This design comes from an exercise in tuning for small area on the open sky130 flow, not from production work.
RTL that was checked went through simulation tests only; none was proved equivalent to the original.
The RTL of runs 3 to 5 was laid out without a check of its function.
Power is estimated from default activity; no workload was simulated.

==> flow/design.v <==
package uart_alu_pkg;
  localparam int HEADER_BYTES = 4;
  localparam logic [7:0] OP_ECHO  = 8'hEC;
  localparam logic [7:0] OP_ADD32 = 8'hAD;
  localparam logic [7:0] OP_MUL32 = 8'h88;
  typedef enum logic [2:0] {
    ST_IDLE,
    ST_RSV,
    ST_LEN_LO,
    ST_LEN_HI,
    ST_PAYLOAD,
    ST_RESULT
  } state_e;
  function automatic logic [31:0] alu_apply(input logic [7:0]  op,
                                            input logic [31:0] acc,
                                            input logic [31:0] operand);
    alu_apply = (op == OP_MUL32) ? acc * operand : acc + operand;
  endfunction
endpackage
module uart_alu_top #(
  parameter int PRESCALE   = 33,
  parameter int DATA_WIDTH = 8
) (
  input  logic clk,
  input  logic rst,
  input  logic rxd,
  output logic txd
);
  logic [5:0] ph;    
  logic [2:0] q;     
  logic       pend;  
  assign pend = (ph == 6'd32);
  always_ff @(posedge clk) begin
    ph <= pend ? 6'd0 : ph + 6'd1;
    if (pend) q <= q + 3'd1;
  end
  logic [32:0] a, b, c;
  logic        a_in, b_in, c_in;
  logic        db;     
  always_ff @(posedge clk) begin
    a  <= {a_in, a[32:1]};
    b  <= {b_in, b[32:1]};
    c  <= {c_in, c[32:1]};
    db <= b[0];
  end
  logic r_bit;
  always_comb begin
    unique case (ph[4:3])
      2'd0: r_bit = c[16];
      2'd1: r_bit = c[8];
      2'd2: r_bit = c[0];
      default: r_bit = c[25];
    endcase
  end
  localparam logic [3:0] RX_IDLE = 4'd0, RX_START = 4'd1, RX_STOP = 4'd2, RX_WAITH = 4'd3;
  logic [3:0] rx_st;
  logic       rx_ph;      
  logic       rx_pass;    
  logic       rx_samp;    
  logic       got;        
  assign rx_pass = (q[1:0] == 2'd0) && (q[2] == rx_ph);
  assign rx_samp = rx_pass && rx_st[3] && (ph[5:3] == 3'b010) && (ph[2:0] == rx_st[2:0]);
  assign got     = rx_pass && pend && (rx_st == RX_STOP) && rxd;
  always_ff @(posedge clk) begin
    if (rst) begin
      rx_st <= RX_IDLE;
    end else if (rx_st == RX_IDLE) begin
      if (!rxd) begin
        rx_st <= RX_START;
        rx_ph <= ~q[2];
      end
    end else if (rx_st == RX_WAITH) begin
      if (rxd) rx_st <= RX_IDLE;
    end else if (rx_pass && pend) begin
      if (rx_st == RX_START)      rx_st <= 4'd8;
      else if (rx_st == 4'd15)    rx_st <= RX_STOP;
      else if (rx_st == RX_STOP)  rx_st <= rxd ? RX_IDLE : RX_WAITH;
      else                        rx_st <= rx_st + 4'd1;
    end
  end
  localparam logic [2:0] P_OP = 3'd0, P_RSV = 3'd1, P_LLO = 3'd2, P_LHI = 3'd3,
                         P_PAY = 3'd4, P_RES = 3'd5;
  logic [2:0] pst;
  logic       bp;           
  logic       fe, fa, fm;   
  logic [1:0] idx;          
  logic [3:0] mc;           
  logic       bk;           
  logic       ep;           
  logic       cy, brw, nz;
  logic       endc;
  localparam logic [7:0] K_ECHO = 8'hEC, K_ADD = 8'hAD, K_MUL = 8'h88;
  logic op_pass, llo_pass, lhi_pass, pay_pass, mul_pass;
  assign op_pass  = bp && (pst == P_OP);
  assign llo_pass = bp && (pst == P_LLO);
  assign lhi_pass = bp && (pst == P_LHI);
  assign pay_pass = bp && (pst == P_PAY);
  assign mul_pass = (mc != 4'd0);
  logic lval, bin, diff;
  assign lval = (lhi_pass && ph[3]) ? r_bit : c[0];
  assign bin  = brw || (ph == 6'd0 && pay_pass) || (ph == 6'd2 && lhi_pass);
  assign diff = lval ^ bin;
  assign endc = !nz || brw;
  logic y, sum;
  always_comb begin
    if (pay_pass && fa) y = (ph[4:3] == idx) && !ph[5] && r_bit;
    else if (mul_pass)  y = bk && b[0];
    else                y = 1'b0;
  end
  assign sum = a[0] ^ y ^ cy;
  localparam logic [3:0] TX_IDLE = 4'd0, TX_START = 4'd1, TX_STOP = 4'd2;
  logic [3:0] tx_st;
  logic       txq;
  logic       tx_tick, req_res, req, tx_shift;
  assign tx_tick  = pend && (q == 3'd7);
  assign req_res  = (pst == P_RES) && !mul_pass;
  assign req      = ep || req_res;
  assign tx_shift = (q == 3'd0) && tx_st[3];
  assign txd      = txq;
  always_comb begin
    if (pend)                         a_in = 1'b0;
    else if (tx_shift)                a_in = (ph < 6'd31) ? a[1] : 1'b0;
    else if (bp && pst == P_RSV)      a_in = (ph == 6'd0) && fm;
    else if (pay_pass && fe)          a_in = r_bit;
    else if (pay_pass && fm && idx == 2'd0) a_in = 1'b0;
    else                              a_in = sum;
  end
  always_comb begin
    if (pend)                                b_in = 1'b0;
    else if (pay_pass && fm && idx == 2'd0)  b_in = a[0];
    else if (mul_pass)                       b_in = db;
    else                                     b_in = b[0];
  end
  always_comb begin
    c_in = c[0];
    if (rx_samp)                                   c_in = rxd;
    else if (llo_pass && ph < 6'd8)                c_in = r_bit;
    else if ((lhi_pass || pay_pass) && ph < 6'd16) c_in = diff;
    else if (mul_pass && ph[5:3] == 3'b010)        c_in = (ph[2:0] == 3'd7) ? 1'b0 : c[1];
  end
  always_ff @(posedge clk) begin
    cy  <= pend ? 1'b0 : (a[0] & y) | (a[0] & cy) | (y & cy);
    if (ph < 6'd16) begin
      brw <= bin && !lval;
      nz  <= (ph == 6'd0) ? diff : (nz || diff);
    end else if (pend) begin
      brw <= 1'b0;
    end
    if (pend) bk <= c[17];
    if (op_pass) begin
      if (ph == 6'd0) begin
        fe <= 1'b1; fa <= 1'b1; fm <= 1'b1;
      end else if (ph[5:3] == 3'b010) begin
        if (c[0] != K_ECHO[ph[2:0]]) fe <= 1'b0;
        if (c[0] != K_ADD[ph[2:0]])  fa <= 1'b0;
        if (c[0] != K_MUL[ph[2:0]])  fm <= 1'b0;
      end
    end
  end
  always_ff @(posedge clk) begin
    if (rst) begin
      pst   <= P_OP;
      bp    <= 1'b0;
      mc    <= 4'd0;
      ep    <= 1'b0;
      tx_st <= TX_IDLE;
      txq   <= 1'b1;
    end else begin
      if (pend) begin
        bp <= got;
        if (mul_pass) mc <= mc - 4'd1;
        if (bp) begin
          unique case (pst)
            P_OP:  pst <= P_RSV;
            P_RSV: pst <= P_LLO;
            P_LLO: pst <= P_LHI;
            P_LHI: begin
              idx <= 2'd0;
              if (endc) pst <= (fa || fm) ? P_RES : P_OP;
              else      pst <= P_PAY;
            end
            P_PAY: begin
              if (fe) ep <= 1'b1;
              if (fm) mc <= 4'd8;
              if (endc) begin
                idx <= 2'd0;
                pst <= (fa || fm) ? P_RES : P_OP;
              end else begin
                idx <= idx + 2'd1;
              end
            end
            default: ;
          endcase
        end
      end
      if (tx_tick) begin
        unique case (tx_st)
          TX_IDLE, TX_STOP: begin
            if (req) begin
              txq   <= 1'b0;
              tx_st <= TX_START;
              ep    <= 1'b0;
              if (req_res) begin
                idx <= idx + 2'd1;
                if (idx == 2'd3) pst <= P_OP;
              end
            end else begin
              tx_st <= TX_IDLE;
            end
          end
          TX_START: begin
            txq   <= a[1];
            tx_st <= 4'd8;
          end
          4'd15: begin
            txq   <= 1'b1;
            tx_st <= TX_STOP;
          end
          default: begin
            txq   <= a[1];
            tx_st <= tx_st + 4'd1;
          end
        endcase
      end
    end
  end
endmodule
==> flow/run.sh <==
#!/bin/bash
# synth_recipe.tcl (not shown) runs the flow's synth.tcl, then flattens the netlist and writes it again
# the make line also repeats each setting of config.mk as NAME=value (left out here)
make -C /OpenROAD-flow-scripts/flow DESIGN_CONFIG=/design/flow/config.mk WORK_HOME=/design/flow/orfs CLKGATE_MAP_FILE= SYNTH_SCRIPT=/design/flow/synth_recipe.tcl finish
==> flow/config.mk <==
export PLATFORM = sky130hd
export DESIGN_NAME = uart_alu_top
export DESIGN_NICKNAME = uart_alu_top
export VERILOG_FILES = /design/flow/design.v
export SDC_FILE = /design/flow/constraint.sdc
export NUM_CORES = 4
export LEC_CHECK = 0
export CAP_MARGIN = 20
export CORE_MARGIN = 2
export CORE_UTILIZATION = 40
export SLEW_MARGIN = 20
==> flow/constraint.sdc <==
create_clock -name core_clock -period 10.0 [get_ports {clk}]
set_input_delay 2.0000 -clock core_clock [delete_from_list [all_inputs] [get_ports {clk}]]
set_output_delay 2.0000 -clock core_clock [all_outputs]
set_load 0.01 [all_outputs]
==> results of run 1 <==
cell families after synthesis:
group                      share of synthesized area
AOI/OAI and AO/OA                              0.104
xor gates and xnor gates                      0.0246
adders and majority gates                     0.0639
buffers and inverters                         0.0417
DFF                                            0.619
muxes                                         0.0230
and+or+nand+nor                                0.124
sequential cells by signal (all words and copies together), names as in the netlist, 2 cells and up:
| register | count |
|---|---|
| ph | 6 |
| b | 33 |
| rx_st | 4 |
| mc | 4 |
| idx | 2 |
| a | 33 |
| c | 33 |
| pst | 3 |
| tx_st | 4 |
| q | 3 |
layout make-up:
| type | count | area [um^2] |
|---|---|---|
| Fill cell | 1032 | 6000 |
| Inverter | 27 | 101 |
| Clock inverter | 10 | 104 |
| Sequential cell | 137 | 2860 |
| Clock buffer | 21 | 514 |
| Tap cell | 143 | 179 |
| Timing Repair Buffer | 3 | 30.0 |
| Multi-Input combinational cell | 222 | 1580 |
power by group through the flow:
stage / Combinational (mW) / Clock (mW) / Sequential [mW]
floorplan: 0.109 / 0 / 0.684
global placement: 0.125 / 0 / 0.704
detailed placement: 0.127 / 0 / 0.703
CTS: 0.129 / 0.643 / 0.696
global route: 0.147 / 0.669 / 0.705
finish: 0.129 / 0.630 / 0.693
final timing paths:
kind	startpoint	end	slack [ns]
max reg2reg	ph[3]	a[32]	7.26
max	txq	txd	6.73
min reg2reg	c[2]	c[1]	0.32
min	c[2]	c[1]	0.32
metal layers:
| layer | track usage | vias up |
|---|---|---|
| met5 | 0 | - |
| met4 | 0.0741 | 0 |
| met1 | 0.191 | 1308 |
| li1 | - | 1410 |
| met2 | 0.195 | 66 |
| met3 | 0.0506 | 16 |
cell usage in the layout, fill, tap and decap left out, types with 3 or more instances in the layout:
cell type / instances
ha_1: 22
o21ai_0: 13
nor2b_1: 4
a21o_1: 5
dfxtp_1: 125
nand4_1: 6
nand3_1: 11
o31ai_1: 3
nand2b_1: 3
and3_1: 3
inv_1: 26
clkbuf_16: 20
clkdlybuf4s50_1: 3
nor2_1: 25
nor3_1: 9
nand2_1: 20
xor2_1: 4
a31oi_1: 5
and2_1: 6
xnor2_1: 9
edfxtp_1: 12
nor4_1: 3
a21oi_1: 19
a211oi_1: 8
mux2i_1: 8
clkinv_4: 5
==> impl_summary.log, run 1 <==
[metrics] result of the run: finished clean
[metrics] stage delay of the slowest cell on the critical path: 0.53 ns
[metrics] final cell count without fillers: about 560
[metrics] setup slack after placement: 6.45 ns
[metrics] total wire length: around 7700 um
[metrics] weighted congestion at the end of routability-driven global placement: 0.842
[metrics] cell area after placement: around 0.0047 mm^2
[metrics] Design Power: 1.45 mW
[metrics] diode insertion count for antenna repair: 0
[metrics] full die area: roughly 0.012 mm^2
[metrics] sequential share of power: 0.477
[metrics] switching share of power: 0.237
[metrics] average wire per standard cell: 13.7 um
[metrics] Relative slew margins: 0.526
[metrics] number of design-rule violations left by the first detailed-router iteration: between 200 and 300
[metrics] clock sink count: roughly 140
[metrics] layout overhead on the synthesized area: 16.0%
[metrics] worst min path class: flip-flop to flip-flop
[metrics] clock edge transition at the registers on the reported setup and hold paths: 0.06 ns
[metrics] Site Rows: 39
[metrics] count of warnings emitted by yosys: 1
[metrics] Top Layer Used: met4
[metrics] number of gates given a new drive strength after cts: 0
[metrics] dominant synthesized flop cell: dfxtp_1
[metrics] fraction of power consumed by the clock network: 0.434
[metrics] internal power of the cells: 1.11 mW
[metrics] total congestion overflow: 0
[metrics] Max H-tree Level: 4
[metrics] timing-limited maximum frequency: 0.306 GHz
[metrics] tightest hold margin: 0.321 ns
[metrics] CORE AREA: ~0.011 mm^2
[metrics] CTS tree: built
[metrics] worst endpoint required time: ~8 ns
[metrics] placed cell count: 532
[metrics] ratio of cells with drive above 1 in the final layout: 0.107
[metrics] Final Cell Area: 0.00537 mm^2
[metrics] largest net degree at the start of global routing: 21
[metrics] share of Yosys cell area claimed by the top area cell type: 0.541
[metrics] port buffer count: 3
[metrics] crit path time final: 3.27 ns
[metrics] Avg Cell Area, Syn: 11.5 um^2
[metrics] Worst Setup Path Type: flip-flop to output pin
[metrics] IO Pins: 4
[metrics] Max Cap Violations: 0
[metrics] chip height: around 110 um
[metrics] number of routed nets with antenna violations: 0
[metrics] worst path cell trace: clkdlybuf4s50_1
[metrics] number of buffers created by CTS: 17
[metrics] least setup slack across all paths after layout: 6.73 ns
[metrics] Vias: 2800
[metrics] length of the first detailed-routing pass in iterations: 4
[metrics] root buffer selected by CTS: clkbuf_16
[metrics] worst slew pin tran: roughly 0.70 ns
[metrics] setup skew after layout: 0.00754 ns
[metrics] HPWL after detailed placement: 4800 um
[metrics] total of hold buffers inserted after clock tree synthesis: 0
[metrics] Horiz. Die Dim: 112 um
[metrics] distinct cell type count of the synthesized netlist: between 50 and 60
[metrics] met2 layer wire length in the routed design: between 3000 and 4000 um
[metrics] Crit. End Element: output pin
[metrics] most repeated cell in the gate-level netlist after synthesis: dfxtp_1
[metrics] leading area contributor after synthesis: dfxtp_1
[metrics] power dissipated by switching net loads: 0.344 mW
[metrics] total routing resource utilization after global routing: 0.140
[metrics] Synth Register Bits: 137
[metrics] largest driver fanout on the critical path: 2
[metrics] count of flip-flops with a built-in enable after synthesis: 12
[metrics] Hold Path Depth: 0
[metrics] crit path launch type: flip-flop
[metrics] final count of pins violating max slew: 0
[metrics] top cell family by delay on the critical path: buffers and inverters
[metrics] Comb pwr share: 0.089
[metrics] synth cell count leaders: 125 x dfxtp_1, 26 x inv_1, 25 x nor2_1
[metrics] portion of the post-synthesis area used by sequential elements: 0.619
[metrics] top post-synthesis cells by area: dfxtp_1 54%, edfxtp_1 7.8%, ha_1 6.0%
[metrics] Post-Syn Instances: 402
[metrics] Peak VDD IR: 254 uV
[metrics] share of flip-flops with an asynchronous set or reset: 0
[metrics] final setup violating endpoints: 0
[metrics] wire length the detailed router placed on met1: 3860 um
[metrics] cell with the biggest individual delay on the critical path: clkdlybuf4s50_1
[metrics] period utilisation layout: 0.327
[metrics] setup tns final: 0 ns
[metrics] Synth Net Count: roughly 430
[metrics] net total in the final layout: 434
[metrics] Max Root-Sink Buffers: 2
[metrics] Clock Latency Late Sink: 0.42 ns
[metrics] Crit path arrival time: between 1 and 1.5 ns
[metrics] drt via density: 4.97
[metrics] initial antenna violation count: 0
[metrics] Initial Utilization: 0.407
[metrics] vias in the first global route: 2698
[metrics] power density over the cells: 271 mW/mm^2
[metrics] static leakage: roughly 2.1 nW
[metrics] Worst R2R Path Depth: 6
[metrics] cell area after synthesis: ~0.0046 mm^2
[metrics] number of buffers inserted by post-CTS setup repair: 0
[metrics] wire length of the first global-routing pass: 13600 um
[metrics] remaining routing DRC violations: 0
[metrics] Detail Route met3 WL: between 300 and 400 um
[metrics] final design utilization: 0.472
[metrics] number of cells on the critical path: 1
[metrics] Bufs and invs on worst path: 1
[metrics] final hold violation count: 0
[metrics] setup repair after global routing missed its margin: false
==> inputs of run 2 (changes only) <==
--- a/flow/design.v
+++ b/flow/design.v
@@ -29,7 +29,7 @@
   logic [5:0] ph;    
   logic [2:0] q;     
   logic       pend;  
-  assign pend = (ph == 6'd32);
+  assign pend = ph[5];    
   always_ff @(posedge clk) begin
     ph <= pend ? 6'd0 : ph + 6'd1;
     if (pend) q <= q + 3'd1;
@@ -84,10 +84,10 @@
   logic       bp;           
   logic       fe, fa, fm;   
   logic [1:0] idx;          
-  logic [3:0] mc;           
+  logic       mul;          
   logic       bk;           
   logic       ep;           
-  logic       cy, brw, nz;
+  logic       cy, brw;
   logic       endc;
   localparam logic [7:0] K_ECHO = 8'hEC, K_ADD = 8'hAD, K_MUL = 8'h88;
   logic op_pass, llo_pass, lhi_pass, pay_pass, mul_pass;
@@ -95,12 +95,14 @@
   assign llo_pass = bp && (pst == P_LLO);
   assign lhi_pass = bp && (pst == P_LHI);
   assign pay_pass = bp && (pst == P_PAY);
-  assign mul_pass = (mc != 4'd0);
-  logic lval, bin, diff;
+  assign mul_pass = mul;
+  logic lo16, lval, dsub, diff, bout;
+  assign lo16 = !ph[5] && !ph[4];
   assign lval = (lhi_pass && ph[3]) ? r_bit : c[0];
-  assign bin  = brw || (ph == 6'd0 && pay_pass) || (ph == 6'd2 && lhi_pass);
-  assign diff = lval ^ bin;
-  assign endc = !nz || brw;
+  assign dsub = (pay_pass || lhi_pass) && (ph[4:0] == 5'd0) || lhi_pass && (ph[4:0] == 5'd2);
+  assign diff = lval ^ dsub ^ brw;
+  assign bout = (!lval && (dsub || brw)) || (dsub && brw);
+  assign endc = brw;
   logic y, sum;
   always_comb begin
     if (pay_pass && fa) y = (ph[4:3] == idx) && !ph[5] && r_bit;
@@ -119,8 +121,8 @@
   assign txd      = txq;
   always_comb begin
     if (pend)                         a_in = 1'b0;
-    else if (tx_shift)                a_in = (ph < 6'd31) ? a[1] : 1'b0;
-    else if (bp && pst == P_RSV)      a_in = (ph == 6'd0) && fm;
+    else if (tx_shift)                a_in = (ph[4:0] != 5'd31) && a[1];
+    else if (bp && pst == P_RSV)      a_in = (ph[4:0] == 5'd0) && fm;
     else if (pay_pass && fe)          a_in = r_bit;
     else if (pay_pass && fm && idx == 2'd0) a_in = 1'b0;
     else                              a_in = sum;
@@ -134,15 +136,14 @@
   always_comb begin
     c_in = c[0];
     if (rx_samp)                                   c_in = rxd;
-    else if (llo_pass && ph < 6'd8)                c_in = r_bit;
-    else if ((lhi_pass || pay_pass) && ph < 6'd16) c_in = diff;
+    else if (llo_pass && lo16 && !ph[3])           c_in = r_bit;
+    else if ((lhi_pass || pay_pass) && lo16)       c_in = diff;
     else if (mul_pass && ph[5:3] == 3'b010)        c_in = (ph[2:0] == 3'd7) ? 1'b0 : c[1];
   end
   always_ff @(posedge clk) begin
     cy  <= pend ? 1'b0 : (a[0] & y) | (a[0] & cy) | (y & cy);
-    if (ph < 6'd16) begin
-      brw <= bin && !lval;
-      nz  <= (ph == 6'd0) ? diff : (nz || diff);
+    if (lo16) begin
+      brw <= bout;
     end else if (pend) begin
       brw <= 1'b0;
     end
@@ -161,14 +162,14 @@
     if (rst) begin
       pst   <= P_OP;
       bp    <= 1'b0;
-      mc    <= 4'd0;
+      mul   <= 1'b0;
       ep    <= 1'b0;
       tx_st <= TX_IDLE;
       txq   <= 1'b1;
     end else begin
       if (pend) begin
         bp <= got;
-        if (mul_pass) mc <= mc - 4'd1;
+        mul <= mul ? !(q[1:0] == 2'b01 && q[2] == rx_ph) : (pay_pass && fm);
         if (bp) begin
           unique case (pst)
             P_OP:  pst <= P_RSV;
@@ -181,7 +182,6 @@
             end
             P_PAY: begin
               if (fe) ep <= 1'b1;
-              if (fm) mc <= 4'd8;
               if (endc) begin
                 idx <= 2'd0;
                 pst <= (fa || fm) ? P_RES : P_OP;
==> flow/flow/run.sh (new file) <==
#!/bin/bash
set -uo pipefail
WD=$(pwd)
RES=$WD/orfs/results/${FLOW_PLATFORM}/uart_alu_top/base
LIB=$FLOW_HOME/platforms/${FLOW_PLATFORM}/lib/sky130_fd_sc_hd__tt_025C_1v80.lib
YOSYS=$(command -v yosys || echo "$FLOW_HOME/../tools/install/yosys/bin/yosys")

# 1. standard synthesis only
bash standard.sh "$RES/1_2_yosys.v" > standard_synth.log 2>&1 || exit 1
cp "$RES/1_2_yosys.v" synth_standard.v

# 2. area re-map of the combinational logic
sed -e "s#@LIB@#$LIB#g" -e "s#@IN@#$WD/synth_standard.v#g" -e "s#@OUT@#$WD/synth_remap.v#g" \
    -e "s#@ABC@#$WD/flow/area.abc#g" -e "s#@TOP@#$FLOW_TOP#g" flow/remap.ys > remap.ys
"$YOSYS" -l remap.log -s remap.ys > /dev/null 2>&1 || exit 1
cp synth_remap.v "$RES/1_2_yosys.v"
touch "$RES/1_2_yosys.v"

# 3. the rest of the standard flow, with a lighter clock tree
export CTS_ARGS="-sink_clustering_enable -repair_clock_nets -buf_list sky130_fd_sc_hd__clkbuf_4 -dont_use_dummy_load"
bash standard.sh > standard.log 2>&1
==> flow/flow/area.abc (new file) <==
strash
&get -n
&st
&syn2
&dch -f
&nf -a -R 1000
&st
&syn2
&dch -f
&nf -a -R 1000
&put
==> flow/flow/remap.ys (new file) <==
# Re-map the combinational cells of the standard synthesis netlist for area.
# Sequential cells are black boxes, so registers pass through untouched.
read_liberty -ignore_miss_func @LIB@
blackbox =*__df* =*__edf* =*__sdf* =*__sedf* =*__dl* =*__sdl* =*lpflow*
read_verilog @IN@
hierarchy -top @TOP@
flatten
opt_clean -purge
abc -liberty @LIB@ -script @ABC@ -dont_use sky130_fd_sc_hd__probe_p_8 -dont_use sky130_fd_sc_hd__probec_p_8 -dont_use *lpflow*
opt_clean -purge
hierarchy -top @TOP@
delete =sky130_fd_sc_hd__*
rename -hide w:*.*
opt_clean -purge
stat
write_verilog -noattr -nohex -nodec @OUT@
==> flow/standard.sh (new file) <==
#!/bin/bash
# synth_recipe.tcl (not shown) runs the flow's synth.tcl, then flattens the netlist and writes it again
# the make line also repeats each setting of config.mk as NAME=value (left out here)
make -C /OpenROAD-flow-scripts/flow DESIGN_CONFIG=/design/flow/config.mk WORK_HOME=/design/flow/orfs CLKGATE_MAP_FILE= SYNTH_SCRIPT=/design/flow/synth_recipe.tcl "${@:-finish}"
removed: flow/run.sh
==> run 2 against run 1 <==
Compared with the run above:
- critical path type unchanged
- flip-flop and latch count is 4 lower
- critical path depth stayed put
- area after synthesis is 15% lower
- still clean
- largest cell class unchanged
- clock power is 64% lower
==> impl_summary.log, run 2 <==
[metrics] result of the run: finished clean
[metrics] area of combinational cells with multiple inputs: between 0.001 and 0.0015 mm^2
[metrics] leading cell type in the layout, fill and taps excluded: dfxtp_1
[metrics] setup repair after global routing missed its margin: false
[metrics] Max H-tree Level: 4
[metrics] worst slew pin tran: 0.833 ns
[metrics] power density over the cells: 193 mW/mm^2
[metrics] Vias: 2405
[metrics] number of design-rule violations left by the first detailed-router iteration: 98
[metrics] Design Power: 0.819 mW
[metrics] largest driver fanout on the critical path: 2
[metrics] cell area after placement: 0.00412 mm^2
[metrics] cell with the biggest individual delay on the critical path: clkdlybuf4s50_1
[metrics] flip-flop and latch area: about 0.0028 mm^2
[metrics] final design utilization: 0.441
[metrics] CORE AREA: 0.00964 mm^2
[metrics] number of gates given a new drive strength after cts: 0
[metrics] clock edge transition at the registers on the reported setup and hold paths: 0.12 ns
[metrics] registers with the most flip-flops: a x33, b x33, c x33
[metrics] worst min path class: flip-flop to flip-flop
[metrics] setup skew after layout: 0.0303 ns
[metrics] HPWL after detailed placement: between 3000 and 4000 um
[metrics] drt via density: between 4 and 5
[metrics] Max Cap Violations: 0
[metrics] stage delay of the slowest cell on the critical path: 0.54 ns
[metrics] clock sink count: 133
[metrics] total routing resource utilization after global routing: 0.134
[metrics] average wire per standard cell: 12.5 um
[metrics] root buffer selected by CTS: clkbuf_4
[metrics] worst endpoint required time: ~8.0 ns
[metrics] total of hold buffers inserted after clock tree synthesis: 0
[metrics] total congestion overflow: 0
[metrics] Site Rows: 36
[metrics] final hold violation count: 0
[metrics] Synth Net Count: ~340
[metrics] IO Pins: 4
[metrics] count of warnings emitted by yosys: 1
[metrics] Relative slew margins: 0.439
[metrics] Post-Syn Instances: 334
[metrics] setup tns final: 0 ns
[metrics] port buffer count: 3
[metrics] fill cell total of the finished layout: 927
[metrics] worst path cell trace: clkdlybuf4s50_1
[metrics] Max Root-Sink Buffers: 2
[metrics] net total in the final layout: 360
[metrics] cell area after synthesis: 0.00392 mm^2
[metrics] number of buffers created by CTS: 17
[metrics] CTS tree: built
[metrics] top cell family by delay on the critical path: buffers and inverters
[metrics] Final Cell Area: 0.00425 mm^2
[metrics] initial antenna violation count: 0
[metrics] Horiz. Die Dim: 103 um
[metrics] wire length of the first global-routing pass: 10700 um
[metrics] final setup violating endpoints: 0
[metrics] diode insertion count for antenna repair: 0
[metrics] ratio of cells with drive above 1 in the final layout: 0.0535
[metrics] length of the first detailed-routing pass in iterations: 4
[metrics] number of routed nets with antenna violations: 0
[metrics] Bufs and invs on worst path: 1
[metrics] number of buffers inserted by post-CTS setup repair: 0
[metrics] Crit path arrival time: between 1 and 1.5 ns
[metrics] most used cells in the layout excluding fill and tap cells: 122 x dfxtp_1, 29 x nor2_1, 26 x a21oi_1
[metrics] Worst Setup Path Type: flip-flop to output pin
[metrics] Initial Utilization: 0.407
[metrics] largest net degree at the start of global routing: 28
[metrics] period utilisation layout: 0.336
[metrics] Avg Cell Area, Syn: 11.7 um^2
[metrics] total wire length: just over 6000 um
[metrics] Crit. End Element: output pin
[metrics] vias in the first global route: 2283
[metrics] crit path time final: 3.36 ns
[metrics] full die area: roughly 0.011 mm^2
[metrics] crit path launch type: flip-flop
[metrics] chip height: 103 um
[metrics] Peak VDD IR: 127 uV
[metrics] timing-limited maximum frequency: approximately 0.30 GHz
[metrics] remaining routing DRC violations: 0
[metrics] final count of pins violating max slew: 0
[metrics] Clock Latency Late Sink: around 0.48 ns
[metrics] static leakage: 1.53 nW
[metrics] weighted congestion at the end of routability-driven global placement: 0.912
[metrics] layout overhead on the synthesized area: 8.46%
[run 2: final cells by class]
class / count / share of cell area
clock buffer: 17 / 0.0300
inverter: 8 / 0.00706
timing repair buffer: 4 / 0.00883
sequential: 133 / 0.652
multi-input combinational: 193 / 0.263
tap: 133 / 0.0391
[run 2: routing by layer]
layer	global-route usage	part of all wire	up-vias
li1	-	-	1234
met1	0.183	0.51	1116
met2	0.187	0.43	45
met3	0.0508	0.040	10
met4	0.0607	0.019	0
met5	0	0	-
[run 2: power by group]
part | leakage (nW) | total [mW] | internal, mW | switching, mW
clock | 0.0782 | 0.225 | 0.0779 | 0.147
sequential | 1.09 | 0.557 | 0.542 | 0.0153
combinational | 0.361 | 0.0374 | 0.0159 | 0.0215
total | 1.53 | 0.819 | 0.636 | 0.183
[run 2: worst register-to-register path: cells and delay by family, from the launching register on]
kind             cells  cell delay (ns)
AO/OA/AOI/OAI        4             0.97
XOR/XNOR             1             0.12
flip-flops           1             0.47
AND/OR/NAND/NOR      3             0.65
[run 2: final timing paths]
check                           cells past startpoint  endpoint   start  slack, ns
worst max-delay path                                1       txd     txq       6.64
worst min-delay path                                0     a[21]   a[22]       0.30
worst max register to register                      8     c[32]  pst[0]       7.67
worst min register to register                      0     a[21]   a[22]       0.30
[run 2: stage by stage]
step / hold WS, ns / std cells / setup slack, ns
3_3_place_gp: 0.311 / 471 / 6.47
2_1_floorplan: 0.310 / 334 / 7.13
5_1_grt: 0.299 / 488 / 6.53
6_report: 0.302 / 488 / 6.64
4_1_cts: 0.307 / 488 / 6.59
3_5_place_dp: 0.312 / 471 / 6.40
==> inputs of run 3 (changes only) <==
==> flow/design.v (replaced) <==
package uart_alu_pkg;
  localparam int HEADER_BYTES = 4;
  localparam logic [7:0] OP_ECHO  = 8'hEC;
  localparam logic [7:0] OP_ADD32 = 8'hAD;
  localparam logic [7:0] OP_MUL32 = 8'h88;
  typedef enum logic [2:0] {
    ST_IDLE,
    ST_RSV,
    ST_LEN_LO,
    ST_LEN_HI,
    ST_PAYLOAD,
    ST_RESULT
  } state_e;
  function automatic logic [31:0] alu_apply(input logic [7:0]  op,
                                            input logic [31:0] acc,
                                            input logic [31:0] operand);
    alu_apply = (op == OP_MUL32) ? acc * operand : acc + operand;
  endfunction
endpackage
module uart_alu_top #(
  parameter int PRESCALE   = 33,
  parameter int DATA_WIDTH = 8
) (
  input  logic clk,
  input  logic rst,
  input  logic rxd,
  output logic txd
);
  logic [5:0] ph;    
  logic [1:0] c3;    
  logic       h;     
  logic       pend;  
  logic       hi;    
  assign pend = ph[5] && ph[3] && ph[1] && ph[0];
  assign hi   = ph[5];
  always_ff @(posedge clk) begin
    ph <= pend ? 6'd0 : ph + 6'd1;
    if (pend) begin
      if (c3 == 2'd2) begin
        c3 <= 2'd0;
        h  <= ~h;
      end else begin
        c3 <= c3 + 2'd1;
      end
    end
  end
  logic [43:0] a, b;
  logic        a_in, b_in;
  logic        db;     
  always_ff @(posedge clk) begin
    a  <= {a_in, a[43:1]};
    b  <= {b_in, b[43:1]};
    db <= b[0];
  end
  logic r_bit;
  always_comb begin
    unique case (ph[4:3])
      2'd0: r_bit = b[32];
      2'd1: r_bit = b[24];
      2'd2: r_bit = b[16];
      default: r_bit = b[8];
    endcase
  end
  localparam logic [3:0] RX_IDLE = 4'd0, RX_START = 4'd1, RX_STOP = 4'd2, RX_WAITH = 4'd3;
  logic [3:0] rx_st;
  logic       rx_ph;      
  logic       rx_pass;    
  logic       rx_samp;    
  logic       got;        
  assign rx_pass = (c3 == 2'd0) && (h == rx_ph);
  assign rx_samp = rx_pass && rx_st[3] && hi && !ph[3] && (ph[2:0] == rx_st[2:0]);
  assign got     = rx_pass && pend && (rx_st == RX_STOP) && rxd;
  always_ff @(posedge clk) begin
    if (rst) begin
      rx_st <= RX_IDLE;
    end else if (rx_st == RX_IDLE) begin
      if (!rxd) begin
        rx_st <= RX_START;
        rx_ph <= ~h;
      end
    end else if (rx_st == RX_WAITH) begin
      if (rxd) rx_st <= RX_IDLE;
    end else if (rx_pass && pend) begin
      if (rx_st == RX_START)      rx_st <= 4'd8;
      else if (rx_st == 4'd15)    rx_st <= RX_STOP;
      else if (rx_st == RX_STOP)  rx_st <= rxd ? RX_IDLE : RX_WAITH;
      else                        rx_st <= rx_st + 4'd1;
    end
  end
  localparam logic [2:0] P_OP = 3'd0, P_RSV = 3'd1, P_LLO = 3'd2, P_LHI = 3'd3,
                         P_PAY = 3'd4, P_RES = 3'd5;
  logic [2:0] pst;
  logic       bp;           
  logic       bp2;          
  logic       fe, fa, fm;   
  logic [1:0] idx;          
  logic       mul;          
  logic       lap;          
  logic       bk;           
  logic       ep;           
  logic       cy, brw;
  localparam logic [7:0] K_ECHO = 8'hEC, K_ADD = 8'hAD, K_MUL = 8'h88;
  logic op_pass, rsv_pass, llo_pass, lhi_pass, pay_pass, dec2;
  assign op_pass  = bp && (pst == P_OP);
  assign rsv_pass = bp && (pst == P_RSV);
  assign llo_pass = bp && (pst == P_LLO);
  assign lhi_pass = bp && (pst == P_LHI);
  assign pay_pass = bp && (pst == P_PAY);
  assign dec2     = bp2 && (pst == P_LHI || pst == P_PAY);
  logic lval, dsub, diff_a, bout_a, diff_b, bout_b;
  assign lval   = (lhi_pass && ph[3]) ? b[36] : a[0];
  assign dsub   = (ph[3:0] == 4'd0) || (lhi_pass && ph[3:0] == 4'd2);
  assign diff_a = lval ^ dsub ^ brw;
  assign bout_a = (!lval && (dsub || brw)) || (dsub && brw);
  assign diff_b = b[0] ^ brw;
  assign bout_b = !b[0] && brw;
  logic y, sum;
  always_comb begin
    if (pay_pass && fa) y = (ph[4:3] == idx) && r_bit;
    else if (mul)       y = bk && b[0];
    else                y = 1'b0;
  end
  assign sum = a[0] ^ y ^ cy;
  localparam logic [3:0] TX_IDLE = 4'd0, TX_START = 4'd1, TX_STOP = 4'd2;
  logic [3:0] tx_st;
  logic       txq;
  logic       tx_tick, req_res, req, tx_shift;
  assign tx_tick  = pend && h && (c3 == 2'd2);
  assign req_res  = (pst == P_RES) && !mul;
  assign req      = ep || req_res;
  assign tx_shift = !h && (c3 == 2'd0) && tx_st[3];
  assign txd      = txq;
  always_comb begin
    if (hi) begin
      if (llo_pass && !ph[3])          a_in = b[0];
      else if (lhi_pass || pay_pass)   a_in = diff_a;
      else                             a_in = a[0];
    end else begin
      if (tx_shift)                    a_in = (ph[4:0] != 5'd31) && a[1];
      else if (rsv_pass)               a_in = (ph[4:0] == 5'd0) && fm;
      else if (pay_pass && fe)         a_in = r_bit;
      else if (pay_pass && fm && idx == 2'd0) a_in = 1'b0;
      else                             a_in = sum;
    end
  end
  always_comb begin
    if (hi && !ph[3]) begin
      if (rx_samp)                     b_in = rxd;
      else if (mul)                    b_in = (ph[2:0] != 3'd7) && b[1];
      else                             b_in = b[0];
    end else if (hi) begin
      if (lhi_pass)                    b_in = b[40];
      else if (dec2)                   b_in = diff_b;
      else                             b_in = b[0];
    end else begin
      if (pay_pass && fm && idx == 2'd0) b_in = a[0];
      else if (mul)                    b_in = (ph[4:0] != 5'd0) && db;
      else                             b_in = b[0];
    end
  end
  always_ff @(posedge clk) begin
    cy <= hi ? 1'b0 : (a[0] & y) | (a[0] & cy) | (y & cy);
    if (hi && (lhi_pass || pay_pass))  brw <= bout_a;
    else if (hi && ph[3] && dec2)      brw <= bout_b;
    else if (!bp && !bp2)              brw <= 1'b0;
    if (pend) bk <= b[33];
    if (op_pass) begin
      if (ph == 6'd0) begin
        fe <= 1'b1; fa <= 1'b1; fm <= 1'b1;
      end else if (hi && !ph[3]) begin
        if (b[0] != K_ECHO[ph[2:0]]) fe <= 1'b0;
        if (b[0] != K_ADD[ph[2:0]])  fa <= 1'b0;
        if (b[0] != K_MUL[ph[2:0]])  fm <= 1'b0;
      end
    end
  end
  always_ff @(posedge clk) begin
    if (rst) begin
      pst   <= P_OP;
      bp    <= 1'b0;
      bp2   <= 1'b0;
      mul   <= 1'b0;
      lap   <= 1'b0;
      ep    <= 1'b0;
      tx_st <= TX_IDLE;
      txq   <= 1'b1;
    end else begin
      if (pend) begin
        bp  <= got;
        bp2 <= bp;
        if (pay_pass && fm) begin
          mul <= 1'b1;
          lap <= 1'b0;
        end else if (mul && c3 == 2'd0 && h != rx_ph) begin
          lap <= 1'b1;
          if (lap) mul <= 1'b0;
        end
        if (pay_pass && fe) ep <= 1'b1;
        if (bp2) begin
          unique case (pst)
            P_OP:  pst <= P_RSV;
            P_RSV: pst <= P_LLO;
            P_LLO: pst <= P_LHI;
            P_LHI: begin
              idx <= 2'd0;
              if (bout_b) pst <= (fa || fm) ? P_RES : P_OP;
              else     pst <= P_PAY;
            end
            P_PAY: begin
              if (bout_b) begin
                idx <= 2'd0;
                pst <= (fa || fm) ? P_RES : P_OP;
              end else begin
                idx <= idx + 2'd1;
              end
            end
            default: ;
          endcase
        end
      end
      if (tx_tick) begin
        unique case (tx_st)
          TX_IDLE, TX_STOP: begin
            if (req) begin
              txq   <= 1'b0;
              tx_st <= TX_START;
              ep    <= 1'b0;
              if (req_res) begin
                idx <= idx + 2'd1;
                if (idx == 2'd3) pst <= P_OP;
              end
            end else begin
              tx_st <= TX_IDLE;
            end
          end
          TX_START: begin
            txq   <= a[1];
            tx_st <= 4'd8;
          end
          4'd15: begin
            txq   <= 1'b1;
            tx_st <= TX_STOP;
          end
          default: begin
            txq   <= a[1];
            tx_st <= tx_st + 4'd1;
          end
        endcase
      end
    end
  end
endmodule
==> run 3 against run 2 <==
Compared with the run above:
- final cell count shrank 5.3%
- critical path depth unchanged
- still clean on timing, DRC and antenna
- die area decreased by 4.0%
- count of clock-buffer cells in the layout is the same
- non-clock buffer count fell by 1
- setup slack improved by 0.0087 ns
- total power down 11%
- critical endpoint unchanged
- synthesized cell count decreased by 0.90%
- critical path type unchanged
- global-route usage increased by 0.99 points
- first-iteration DRC count up 44%
- sequential share of layout area down 1.3 points
- fmax up 0.26%
==> impl_summary.log, run 3 <==
[metrics] result of the run: finished clean
[metrics] cell area after synthesis: about 0.0038 mm^2
[metrics] Bufs and invs on worst path: 1
[metrics] GR met1 Demand/Resource: 0.203
[metrics] remaining routing DRC violations: 0
[metrics] number of buffers inserted by post-CTS setup repair: 0
[metrics] Avg Cell Area, Syn: 11.4 um^2
[metrics] worst slew pin tran: 0.631 ns
[metrics] registers with the most flip-flops: a x44, b x44, ph x6
[metrics] Site Rows: 35
[metrics] Peak VDD IR: 133 uV
[metrics] Horiz. Die Dim: 101 um
[metrics] total of hold buffers inserted after clock tree synthesis: 0
[metrics] power density over the cells: ~180 mW/mm^2
[metrics] number of gates given a new drive strength after cts: 0
[metrics] total wire length: about 6400 um
[metrics] chip height: 101 um
[metrics] setup repair after global routing missed its margin: false
[metrics] Clock Latency Late Sink: between 0.4 and 0.5 ns
[metrics] worst endpoint required time: about 8.0 ns
[metrics] Max Cap Violations: 0
[metrics] Synth Net Count: 334
[metrics] Crit. End Element: output pin
[metrics] Vias: 2416
[metrics] count of warnings emitted by yosys: 1
[metrics] static leakage: between 1 and 1.5 nW
[metrics] total routing resource utilization after global routing: 0.143
[metrics] final setup violating endpoints: 0
[metrics] fill cell total of the finished layout: 891
[metrics] Relative slew margins: 0.575
[metrics] launching point of the worst reg2reg path: ph[1]
[metrics] timing-limited maximum frequency: between 0.2 and 0.3 GHz
[metrics] Final Cell Area: 0.00406 mm^2
[metrics] GRT met2 Usage: 0.199
[metrics] worst path cell trace: clkdlybuf4s50_1
[metrics] Hold Path Sink: a[17]
[metrics] clock edge transition at the registers on the reported setup and hold paths: 0.11 ns
[metrics] setup tns final: 0 ns
[metrics] worst min-delay path startpoint: a[18]
[metrics] number of routed nets with antenna violations: 0
[metrics] setup skew after layout: ~0.043 ns
[metrics] crit path time final: 3.35 ns
[metrics] number of buffers created by CTS: 17
[metrics] IO Pins: 4
[metrics] Worst Setup Path Type: flip-flop to output pin
[metrics] Max H-tree Level: 4
[metrics] ratio of cells with drive above 1 in the final layout: 0.0513
[metrics] average wire per standard cell: 14.0 um
[metrics] global routing's busiest layer: met1
[metrics] area of combinational cells with multiple inputs: 0.00113 mm^2
[metrics] top cell family by delay on the critical path: buffers and inverters
[metrics] placed cell count: 445
[metrics] CORE AREA: 0.00920 mm^2
[metrics] leading cell type in the layout, fill and taps excluded: dfxtp_1
[metrics] drt via density: 5.23
[metrics] flip-flop and latch area: 0.00259 mm^2
[metrics] layout overhead on the synthesized area: 7.89%
[metrics] HPWL after detailed placement: 4320 um
[metrics] length of the first detailed-routing pass in iterations: 4
[metrics] clock sink count: 124
[metrics] final cell count without fillers: 462
[metrics] full die area: 0.0102 mm^2
[metrics] root buffer selected by CTS: clkbuf_4
[metrics] stage delay of the slowest cell on the critical path: 0.54 ns
[metrics] weighted congestion at the end of routability-driven global placement: 0.890
[metrics] Worst R2R Path Depth: 9
[metrics] largest driver fanout on the critical path: 2
[metrics] cell with the biggest individual delay on the critical path: clkdlybuf4s50_1
[metrics] period utilisation layout: 0.335
[metrics] worst min path class: flip-flop to flip-flop
[metrics] number of design-rule violations left by the first detailed-router iteration: ~140
[metrics] Initial Utilization: 0.409
[metrics] port buffer count: 3
[metrics] net total in the final layout: 356
[metrics] initial antenna violation count: 0
[metrics] Crit path arrival time: 1.35 ns
[metrics] final hold violation count: 0
[metrics] most used cells in the layout excluding fill and tap cells: 113 x dfxtp_1, 32 x a21oi_1, 27 x nand2_1, 27 x nor2_1, 22 x o21ai_0
[metrics] CTS tree: built
[metrics] Max Root-Sink Buffers: 2
[metrics] largest net degree at the start of global routing: 17
[metrics] total congestion overflow: 0
[metrics] crit path launch type: flip-flop
[metrics] vias in the first global route: 2264
[metrics] final count of pins violating max slew: 0
[metrics] Post-Syn Instances: 331
[metrics] met3 track demand over resource in global routing: 0.0548
[metrics] minimum setup slack among reg-to-reg paths: between 7 and 8 ns
[metrics] diode insertion count for antenna repair: 0
[metrics] wire length of the first global-routing pass: 11200 um
[metrics] Hold Path Depth: 0
[metrics] cell area after placement: 0.00393 mm^2
[metrics] RR Endpoint: idx[1]
-- run 3: layout make-up --
class	instances	area share
clock buffer	17	0.0315
sequential	124	0.639
timing repair buffer	3	0.00741
multi-input combinational	198	0.279
inverter	9	0.00833
tap	111	0.0342
-- run 3: per-stage QoR --
stage	total power, mW	util	hold slack (ns)	setup WS [ns]
global placement	0.520	0.427	0.312	6.43
global route	0.762	0.441	0.301	6.54
finish	0.728	0.441	0.290	6.65
CTS	0.738	0.441	0.293	6.61
floorplan	0.517	-	0.310	7.31
detailed placement	0.520	0.427	0.312	6.39
-- run 3: layer usage --
| layer | up-vias | wire length (um) |
|---|---|---|
| met5 | - | 0 |
| met4 | 0 | 105 |
| met3 | 11 | 345 |
| met2 | 58 | 2820 |
| met1 | 1132 | 3180 |
| li1 | 1215 | - |
-- run 3: worst max path at each step --
stage | endpoint | depth (start not counted) | startpoint | slack [ns]
4_1_cts | txd | 1 | txq | 6.61
6_report | txd | 1 | txq | 6.65
2_1_floorplan | rx_ph | 2 | rxd | 7.31
3_3_place_gp | rx_ph | 3 | rst | 6.43
3_5_place_dp | rx_ph | 3 | rst | 6.39
5_1_grt | txd | 1 | txq | 6.54
-- run 3: power breakdown --
| part | leakage (nW) | total (mW) | switching [mW] | internal [mW] |
|---|---|---|---|---|
| clock | 0.0782 | 0.219 | 0.142 | 0.0778 |
| sequential | 1.02 | 0.502 | 0.00158 | 0.501 |
| combinational | 0.363 | 0.00637 | 0.00364 | 0.00274 |
==> inputs of run 4 (changes only) <==
--- a/flow/config.mk
+++ b/flow/config.mk
@@ -7,5 +7,5 @@
 export LEC_CHECK = 0
 export CAP_MARGIN = 20
 export CORE_MARGIN = 2
-export CORE_UTILIZATION = 40
+export CORE_UTILIZATION = 60
 export SLEW_MARGIN = 20
==> run 4 against run 3 <==
Compared with the run above:
- critical path depth is the same
- flip-flop and latch count stayed put
- largest power group unchanged
- area after synthesis is the same
- sequential power is essentially flat
- sequential share of layout area is 0.72 points higher
- global-route usage increased by 5.4 points
- non-clock buffer count is the same
- final cell count fell by 7.8%
- utilization is 23 points higher
- first-iteration DRC count is 11% lower
==> impl_summary.log, run 4 <==
[metrics] number of cells on the critical path: 1
[metrics] Final Cell Area: 0.00401 mm^2
[metrics] setup repair after global routing missed its margin: false
[metrics] area of combinational cells with multiple inputs: roughly 0.0011 mm^2
[metrics] number of buffers inserted by post-CTS setup repair: 0
[metrics] power density over the cells: 180 mW/mm^2
[metrics] largest net degree at the start of global routing: 17
[metrics] wire length of the first global-routing pass: between 10000 and 15000 um
[metrics] Site Rows: 28
[metrics] leading cell type in the layout, fill and taps excluded: dfxtp_1
[metrics] number of buffers created by CTS: 17
[metrics] worst path cell trace: clkdlybuf4s50_1
[metrics] cell area after synthesis: 0.00376 mm^2
[metrics] crit path time final: 3.31 ns
[metrics] HPWL after detailed placement: 4160 um
[metrics] worst slew pin tran: 0.657 ns
[metrics] CORE AREA: 0.00599 mm^2
[metrics] registers with the most flip-flops: a x44, b x44, ph x6
[metrics] Synth Net Count: 334
[metrics] crit path launch type: flip-flop
[metrics] Vias: 2441
[metrics] result of the run: finished clean
[metrics] Initial Utilization: 0.627
[metrics] Post-Syn Instances: 331
[metrics] root buffer selected by CTS: clkbuf_4
[metrics] full die area: 0.00691 mm^2
[metrics] setup skew after layout: ~0.034 ns
[metrics] layout overhead on the synthesized area: 6.69%
[metrics] setup slack after placement: 6.44 ns
[metrics] final setup violating endpoints: 0
[metrics] final cell count without fillers: around 430
[metrics] cell with the biggest individual delay on the critical path: clkdlybuf4s50_1
[metrics] least setup slack across all paths after layout: 6.69 ns
[metrics] IO Pins: 4
[metrics] Max Root-Sink Buffers: 2
[metrics] largest driver fanout on the critical path: 2
[metrics] remaining routing DRC violations: 0
[metrics] stage delay of the slowest cell on the critical path: 0.53 ns
[metrics] drt via density: between 5 and 6
[metrics] Crit. End Element: output pin
[metrics] Worst Setup Path Type: flip-flop to output pin
[metrics] Clock Latency Late Sink: 0.47 ns
[metrics] Bufs and invs on worst path: 1
[metrics] worst min path class: flip-flop to flip-flop
[metrics] total congestion overflow: 0
[metrics] number of gates given a new drive strength after cts: 0
[metrics] clock sink count: 124
[metrics] top cell family by delay on the critical path: buffers and inverters
[metrics] most used cells in the layout excluding fill and tap cells: 113 x dfxtp_1, 32 x a21oi_1, 27 x nand2_1, 27 x nor2_1, 22 x o21ai_0
[metrics] diode insertion count for antenna repair: 0
[metrics] Crit path arrival time: 1.31 ns
[metrics] CTS tree: built
[metrics] timing-limited maximum frequency: 0.302 GHz
[metrics] Horiz. Die Dim: 83.1 um
[metrics] average wire per standard cell: 14.7 um
[metrics] cell area after placement: 0.00388 mm^2
[metrics] ratio of cells with drive above 1 in the final layout: 0.0513
[metrics] static leakage: 1.46 nW
[metrics] length of the first detailed-routing pass in iterations: 4
[metrics] total of hold buffers inserted after clock tree synthesis: 0
[metrics] final hold violation count: 0
[metrics] net total in the final layout: 356
[metrics] total wire length: 6280 um
[metrics] Relative slew margins: 0.557
[metrics] Max Cap Violations: 0
[metrics] count of warnings emitted by yosys: 1
[metrics] flip-flop and latch area: around 0.0026 mm^2
[metrics] Peak VDD IR: 160 uV
[metrics] final count of pins violating max slew: 0
[metrics] Max H-tree Level: 4
[metrics] chip height: 83.1 um
[metrics] period utilisation layout: 0.331
[metrics] fill cell total of the finished layout: 453
[metrics] placed cell count: 409
[metrics] initial antenna violation count: 0
[metrics] Avg Cell Area, Syn: between 10 and 15 um^2
[metrics] total routing resource utilization after global routing: 0.197
[metrics] setup tns final: 0 ns
[metrics] number of design-rule violations left by the first detailed-router iteration: about 130
[metrics] clock edge transition at the registers on the reported setup and hold paths: around 0.11 ns
[metrics] weighted congestion at the end of routability-driven global placement: 0.801
[metrics] Design Power: 0.723 mW
[metrics] vias in the first global route: 2323
[metrics] port buffer count: 3
[metrics] number of routed nets with antenna violations: 0
[metrics] Hold Path Depth: 0
[metrics] worst endpoint required time: 8.00 ns
[metrics] Worst R2R Path Depth: 9
## run 4: cell counts in the layout (fill, tap and decap cells not counted)
No cell type changed its count.
## run 4: cell type report
type	count	area share
Multi-Input combinational cell	198	0.282
Sequential cell	124	0.646
Inverter	9	0.00842
Clock buffer	17	0.0318
Timing Repair Buffer	3	0.00749
Tap cell	75	0.0234
## run 4: power breakdown
| group | internal, mW | total [mW] | switching (mW) |
|---|---|---|---|
| clock network | 0.0777 | 0.215 | 0.137 |
| logic | 0.00274 | 0.00638 | 0.00364 |
| registers | 0.501 | 0.502 | 0.00146 |
| total | 0.581 | 0.723 | 0.142 |
## run 4: path summary, 6_finish.rpt
path	from	endpoint	slack, ns
hold reg to reg	a[25]	a[24]	0.30
setup reg to reg	ph[3]	idx[0]	7.19
setup / recovery	txq	txd	6.69
hold / removal	a[25]	a[24]	0.30
## run 4: routing by layer
layer  vias up  GRT usage  share of wire
met1      1153      0.274           0.49
met5         -          0              0
li1       1219          -              -
met3        10     0.0765          0.059
met4         0     0.0879          0.015
met2        59      0.274           0.43
## run 4: through the flow
step / hold WS, ns / util
2_1_floorplan: 0.310 / -
3_3_place_gp: 0.310 / 0.648
3_5_place_dp: 0.312 / 0.648
4_1_cts: 0.301 / 0.669
5_1_grt: 0.300 / 0.669
6_report: 0.302 / 0.669
==> inputs of run 5 (changes only) <==
--- a/flow/config.mk
+++ b/flow/config.mk
@@ -7,5 +7,5 @@
 export LEC_CHECK = 0
 export CAP_MARGIN = 20
 export CORE_MARGIN = 2
-export CORE_UTILIZATION = 60
+export CORE_UTILIZATION = 75
 export SLEW_MARGIN = 20
==> run 5 against run 4 <==
Compared with the run above:
- non-clock buffer count unchanged
- routed wire length up 17%
- total power up 0.39%
- clock power about the same
- utilization up 17 points
- synthesized cell count unchanged
- critical path depth unchanged
- global-route usage up 9.9 points
- sequential share of layout area up 0.16 points
- fmax down 1.3%
- area after synthesis unchanged
- count of clock-buffer cells in the layout unchanged
- critical path type unchanged
- largest power group unchanged
- highest routed layer unchanged
==> impl_summary.log, run 5 <==
[metrics] worst min path class: flip-flop to flip-flop
[metrics] number of gates given a new drive strength after cts: 0
[metrics] Post-Syn Instances: ~330
[metrics] weighted congestion at the end of routability-driven global placement: 0.926
[metrics] Crit path arrival time: between 1 and 1.5 ns
[metrics] worst slew pin tran: roughly 0.67 ns
[metrics] placed cell count: 401
[metrics] Bufs and invs on worst path: 1
[metrics] setup repair after global routing missed its margin: false
[metrics] Vias: 2613
[metrics] static leakage: 1.46 nW
[metrics] layout overhead on the synthesized area: 6.42%
[metrics] final cell count without fillers: 418
[metrics] Crit. End Element: output pin
[metrics] worst path cell trace: clkdlybuf4s50_1
[metrics] Peak VDD IR: 154 uV
[metrics] drt via density: 6.25
[metrics] initial antenna violation count: 0
[metrics] largest net degree at the start of global routing: 17
[metrics] number of routed nets with antenna violations: 0
[metrics] CORE AREA: 0.00479 mm^2
[metrics] area of combinational cells with multiple inputs: 0.00113 mm^2
[metrics] cell area after synthesis: 0.00376 mm^2
[metrics] period utilisation layout: 0.335
[metrics] total congestion overflow: 0
[metrics] setup skew after layout: 0.0286 ns
[metrics] Max Root-Sink Buffers: 2
[metrics] net total in the final layout: 356
[metrics] setup tns final: 0 ns
[metrics] Site Rows: 25
[metrics] chip height: 74.8 um
[metrics] root buffer selected by CTS: clkbuf_4
[metrics] cell with the biggest individual delay on the critical path: clkdlybuf4s50_1
[metrics] port buffer count: 3
[metrics] Avg Cell Area, Syn: between 10 and 15 um^2
[metrics] clock sink count: about 120
[metrics] Worst Setup Path Type: flip-flop to output pin
[metrics] Synth Net Count: 334
[metrics] leading cell type in the layout, fill and taps excluded: dfxtp_1
[metrics] Max Cap Violations: 0
[metrics] fill cell total of the finished layout: 260
[metrics] crit path time final: approximately 3.4 ns
[metrics] total wire length: 7330 um
[metrics] diode insertion count for antenna repair: 0
[metrics] top cell family by delay on the critical path: buffers and inverters
[metrics] stage delay of the slowest cell on the critical path: 0.53 ns
[metrics] ratio of cells with drive above 1 in the final layout: 0.0513
[metrics] final setup violating endpoints: 0
[metrics] count of warnings emitted by yosys: 1
[metrics] number of buffers inserted by post-CTS setup repair: 0
[metrics] result of the run: finished clean
[metrics] IO Pins: 4
[metrics] clock edge transition at the registers on the reported setup and hold paths: around 0.10 ns
[metrics] total of hold buffers inserted after clock tree synthesis: 0
[metrics] length of the first detailed-routing pass in iterations: 5
[metrics] final hold violation count: 0
[metrics] Initial Utilization: 0.785
[metrics] vias in the first global route: 2409
[metrics] final count of pins violating max slew: 0
[metrics] number of buffers created by CTS: 17
[metrics] average wire per standard cell: 17.5 um
[metrics] Clock Latency Late Sink: approximately 0.50 ns
[metrics] largest driver fanout on the critical path: 2
[metrics] Horiz. Die Dim: ~75 um
[metrics] Max H-tree Level: 4
[metrics] power density over the cells: 182 mW/mm^2
[metrics] wire length of the first global-routing pass: 11600 um
[metrics] worst endpoint required time: 8.00 ns
[metrics] most used cells in the layout excluding fill and tap cells: 113 x dfxtp_1, 32 x a21oi_1, 27 x nand2_1, 27 x nor2_1, 22 x o21ai_0
[metrics] CTS tree: built
[metrics] flip-flop and latch area: 0.00259 mm^2
[metrics] full die area: 0.00559 mm^2
[metrics] registers with the most flip-flops: a x44, b x44, ph x6
[metrics] timing-limited maximum frequency: 0.298 GHz
[metrics] Relative slew margins: 0.547
[metrics] crit path launch type: flip-flop
[metrics] number of design-rule violations left by the first detailed-router iteration: 223
[metrics] total routing resource utilization after global routing: 0.296
[metrics] remaining routing DRC violations: 0
[metrics] HPWL after detailed placement: ~5000 um
## run 5: final timing paths
path                               end  start  cells past startpoint  slack (ns)
worst min register to register   a[21]  a[22]                      0        0.30
worst max register to register  idx[1]  ph[1]                      9        7.08
worst max-delay path               txd    txq                      1        6.65
worst min-delay path             a[21]  a[22]                      0        0.30
## run 5: final cells by class
cell class,instances,area share
Sequential cell,124,0.648
Clock buffer,17,0.0319
Multi-Input combinational cell,198,0.283
Tap cell,67,0.0210
Timing Repair Buffer,3,0.00751
Inverter,9,0.00845
## run 5: worst register-to-register path, cell delays in order (launching register included)
cell	delay, ns
dfxtp_1	0.58
nand4_1	0.46
clkinv_1	0.40
nand2_1	0.09
nor2_1	0.18
nand2_1	0.14
nor4bb_1	0.54
a21oi_1	0.12
nand2_1	0.09
o21ai_0	0.07
## run 5: metrics by stage
step	power (mW)	cell area, um^2	utilization	hold WS, ns	worst slack, ns
after floorplan	0.517	3760	-	0.310	7.31
after global routing	0.749	4000	0.836	0.303	6.58
after CTS	0.730	4000	0.836	0.295	6.62
after global placement	0.519	3870	0.809	0.312	6.50
after detailed placement	0.520	3870	0.809	0.312	6.43
final	0.726	4000	0.836	0.301	6.65
## run 5: report_power, final
group | switching (mW) | internal [mW] | leakage, nW
combinational | 0.00362 | 0.00274 | 0.363
clock | 0.140 | 0.0776 | 0.0782
sequential | 0.00151 | 0.501 | 1.02
total | 0.145 | 0.581 | 1.46
## run 5: metal layers
layer	vias up	share of wire	global-route usage
met5	-	0	0
li1	1221	-	-
met4	0	0.037	0.139
met1	1209	0.38	0.352
met2	147	0.49	0.474
met3	36	0.094	0.119

what the ideal ports hide:
Ports are ideal in the flow. The routed layouts listed here were re-timed in OpenROAD. Step 1 assumes that a clkbuf_16 drives the clock port and a buf_2 every other input. Step 2 moves the port delays by t, midway between the first and last clock arrival at a register: inputs arrive t later, outputs are due t later. That takes back most of the time a late clock gives input paths. Slacks: ideal ports / drivers / drivers and shift; pairs: ideal ports / drivers.
run | t (ns) | setup slack, ns | worst hold slack (ns) | worst setup path after step 2 | worst slew at a driven data input, ns
run 1 | 0.449 | 6.730 / 6.695 / 6.451 | 0.321 / 0.321 / 0.321 | input to register | 0.03
run 2 | 0.495 | 6.639 / 6.611 / 6.373 | 0.302 / 0.302 / 0.302 | input to register | 0.03
run 3 | 0.496 | 6.648 / 6.620 / 6.397 | 0.290 / 0.290 / 0.290 | input to register | 0.03
run 4 | 0.489 | 6.691 / 6.661 / 6.414 | 0.302 / 0.302 / 0.302 | input to register | 0.03
run 5 | 0.513 | 6.649 / 6.622 / 6.393 | 0.301 / 0.301 / 0.301 | input to register | 0.03
After both steps every run listed still meets setup and hold. For run 1, which loses most, drivers alone change the setup slack by -0.035 ns; drivers and shift together by -0.279 ns.
